This design comes from an exercise in tuning for a short achievable clock period and few clock cycles on the open sky130 flow, not from production work. Where RTL was checked, it was by simulation tests only, not by an equivalence proof against the original. Power figures rest on the tool's default switching activity, not on a simulated workload.

==> flow/design.v (excerpt) <==
module avr_top (
	input wire logic clk,
	input wire logic reset,
	input wire logic [15:0] cdata,
	input wire logic [7:0] data_read,
	output logic [15:0] pc,
	output logic [15:0] dmem_addr,
	output logic dmem_wen,
	output logic dmem_ren,
	output logic [7:0] dmem_wdata
);
For scale: ~5,100 cells after synthesis, ~750 flip-flops, about 68 I/O pins, about 0.044 sq mm of cells after synthesis.
==> flow/config.mk <==
export PLATFORM = sky130hd
export DESIGN_NAME = avr_top
export DESIGN_NICKNAME = avr_top
export VERILOG_FILES = /design/flow/design.v
export SDC_FILE = /design/flow/constraint.sdc
export NUM_CORES = 4
export LEC_CHECK = 0
export ABC_CLOCK_PERIOD_IN_PS = 2500
export CAP_MARGIN = 30
export CORE_MARGIN = 2
export CORE_UTILIZATION = 40
export SETUP_SLACK_MARGIN = 5
export SLEW_MARGIN = 20
export SYNTH_HIERARCHICAL = 1
==> flow/constraint.sdc <==
create_clock -name core_clock -period 10.0 [get_ports {clk}]
set_input_delay 2.0000 -clock core_clock [delete_from_list [all_inputs] [get_ports {clk}]]
set_output_delay 2.0000 -clock core_clock [all_outputs]
set_load 0.01 [all_outputs]
standard.sh (not shown) runs the stock make flow with config.mk's settings and CLKGATE_MAP_FILE= SYNTH_SCRIPT=/design/flow/synth_recipe.tcl, a recipe that flattens the netlist after the stock synthesis.
==> flow/flow/run.sh <==
#!/bin/bash
# Standard synthesis and layout. Only the resizer's targets change: the setup
# repair aims past the clock so repair_timing keeps working on the paths after
# they meet it, and it may resize a cell into any footprint.
set -euo pipefail
bash standard.sh synth > synth.log 2>&1
bash standard.sh SETUP_SLACK_MARGIN=7.0 MATCH_CELL_FOOTPRINT=0 finish > layout.log 2>&1
Testbench counts at the start, summed over its fixed seeds: cycles 142,365.
Edit:
==> flow/flow/run.sh (replaced) <==
#!/bin/bash
# Standard synthesis and layout; only the setup repair target is raised, so
# repair_timing keeps working on the paths after they meet the clock.
set -euo pipefail
bash standard.sh synth > synth.log 2>&1
bash standard.sh SETUP_SLACK_MARGIN=6.5 finish > layout.log 2>&1
Clock-buffer cell count went down by 4. Design area drops by 6.1%. Die area stays the same. Setup slack gets worse by 0.016 ns. Hold slack barely changes.

Another version of the RTL of avr_top (not shown whole).
Size: ~0.027 sq mm of cells after synthesis.
export LEC_CHECK = 0
export ABC_CLOCK_PERIOD_IN_PS = 2500
export CAP_MARGIN = 20
export CORE_MARGIN = 2
export CORE_UTILIZATION = 40
export SETUP_SLACK_MARGIN = 5
export SLEW_MARGIN = 20
create_clock -name core_clock -period 10.0 [get_ports {clk}]
==> flow/flow/run.sh <==
#!/bin/bash
# Standard synthesis and layout; only the setup repair target is raised, so
# repair_timing keeps working on the paths after they meet the clock.
set -euo pipefail
bash standard.sh synth > synth.log 2>&1
bash standard.sh SETUP_SLACK_MARGIN=6.5 finish > layout.log 2>&1
The first run finished clean.
Then changed:
==> flow/run.sh (new file) <==
#!/bin/bash
# synth_recipe.tcl (not shown) runs the flow's synth.tcl, then flattens the netlist and writes it again
# the make line also repeats each setting of config.mk as NAME=value (left out here)
make -C /OpenROAD-flow-scripts/flow DESIGN_CONFIG=/design/flow/config.mk WORK_HOME=/design/flow/orfs CLKGATE_MAP_FILE= SYNTH_SCRIPT=/design/flow/synth_recipe.tcl finish
removed: flow/flow/run.sh
removed: flow/standard.sh
- synthesized area does not change
- core utilization fell by 7.5 points
- total power fell by about 10%
- first-iteration DRC count fell by about 15%
- worst hold slack gains 16 ps
- critical path depth fell by 4
- via count fell by 8.0%
- global-route usage fell by 5.5 points
- worst setup slack loses 770 ps
No run of this note included a check of the RTL's function; only the layout flow was run.

== old ==
RTL: one of the versions met above, not the one the previous note started from.
Size: roughly 5,100 cells after synthesis, ~750 flip-flops, ~44,000 µm² of cells after synthesis.
Design avr_top, start of the top module:
module avr_top (
	input wire logic clk,
	input wire logic reset,
	input wire logic [15:0] cdata,
	input wire logic [7:0] data_read,
	output logic [15:0] pc,
	output logic [15:0] dmem_addr,
	output logic dmem_wen,
	output logic dmem_ren,
	output logic [7:0] dmem_wdata
);
	avr_mem_pkg::dmem_req_t dmem;
	avr_mem_pkg::addr_t pc_next;
	avr_cpu u_cpu (
		.clk(clk),
		.reset(reset),
		.cdata(cdata),
		.data_read(data_read),
		.pc_next(pc_next),
		.dmem(dmem)
	);
	always_ff @(posedge clk) begin
		pc <= pc_next;
	end
	assign dmem_addr = dmem.addr;
	assign dmem_wen = dmem.wen;
	assign dmem_ren = dmem.ren;
	assign dmem_wdata = dmem.wdata;
endmodule
Settings: LEC_CHECK=0, ABC_CLOCK_PERIOD_IN_PS=2500, CAP_MARGIN=30, CORE_MARGIN=2, CORE_UTILIZATION=40, SETUP_SLACK_MARGIN=5, SLEW_MARGIN=20, SYNTH_HIERARCHICAL=1; clock period 10.0 ns.
==> flow/flow/run.sh <==
#!/bin/bash
# Standard synthesis and layout. Only the resizer's targets change: the setup
# repair aims past the clock so repair_timing keeps working on the paths after
# they meet it, and it may resize a cell into any footprint.
set -euo pipefail
bash standard.sh synth > synth.log 2>&1
bash standard.sh SETUP_SLACK_MARGIN=6.5 MATCH_CELL_FOOTPRINT=0 finish > layout.log 2>&1
Testbench counts of old, summed over its fixed seeds: cycles 142,365.
Input changes introduced in new (baseline for comparison: old):
==> flow/flow/run.sh <==
#!/bin/bash
# Standard synthesis and layout; only the setup repair target is raised, so
# repair_timing keeps working on the paths after they meet the clock.
set -euo pipefail
bash standard.sh synth > synth.log 2>&1
bash standard.sh SETUP_SLACK_MARGIN=7.0 finish > layout.log 2>&1
Findings:
new does worse than old on post-route minimum period.
After synthesis and placement, the instance count of new is above that of old.
Clock-buffer cell count in new is 1 lower than in old
old -> new: last weighted congestion value of the routability-driven placer increased slightly

## separate check: timing with driven ports
The flow's constraints put no driver on any port. The routed layouts listed below were extracted and timed again, unchanged, in two steps.
Step 1 assumes that a clkbuf_16 drives the clock port and a buf_2 every other input.
Step 2 moves the port delays by t, midway between the first and last clock arrival at a register: inputs arrive t later, outputs are due t later. That takes back most of the time a late clock gives input paths.
a / b / c = ideal ports / drivers / drivers and shift; a / b = the first two.
run	t, ns	slack for setup (ns)	worst register clock-pin slew, ns
the first run of note 1	0.762	5.941 / 5.777 / 5.015	0.07 / 0.07
the second run of note 1	0.756	5.925 / 5.905 / 5.149	0.07 / 0.07
the first run of note 2	0.694	5.570 / 5.583 / 4.889	0.07 / 0.07
the second run of note 2	0.670	4.802 / 4.849 / 4.179	0.07 / 0.07
old	0.760	5.968 / 5.875 / 5.115	0.07 / 0.07
new	0.774	5.844 / 5.869 / 5.096	0.07 / 0.07
After both steps setup and hold are still met in every run listed. The setup slack of the first run of note 1, which loses most, moves by -0.164 ns with the drivers and by -0.926 ns with both steps.
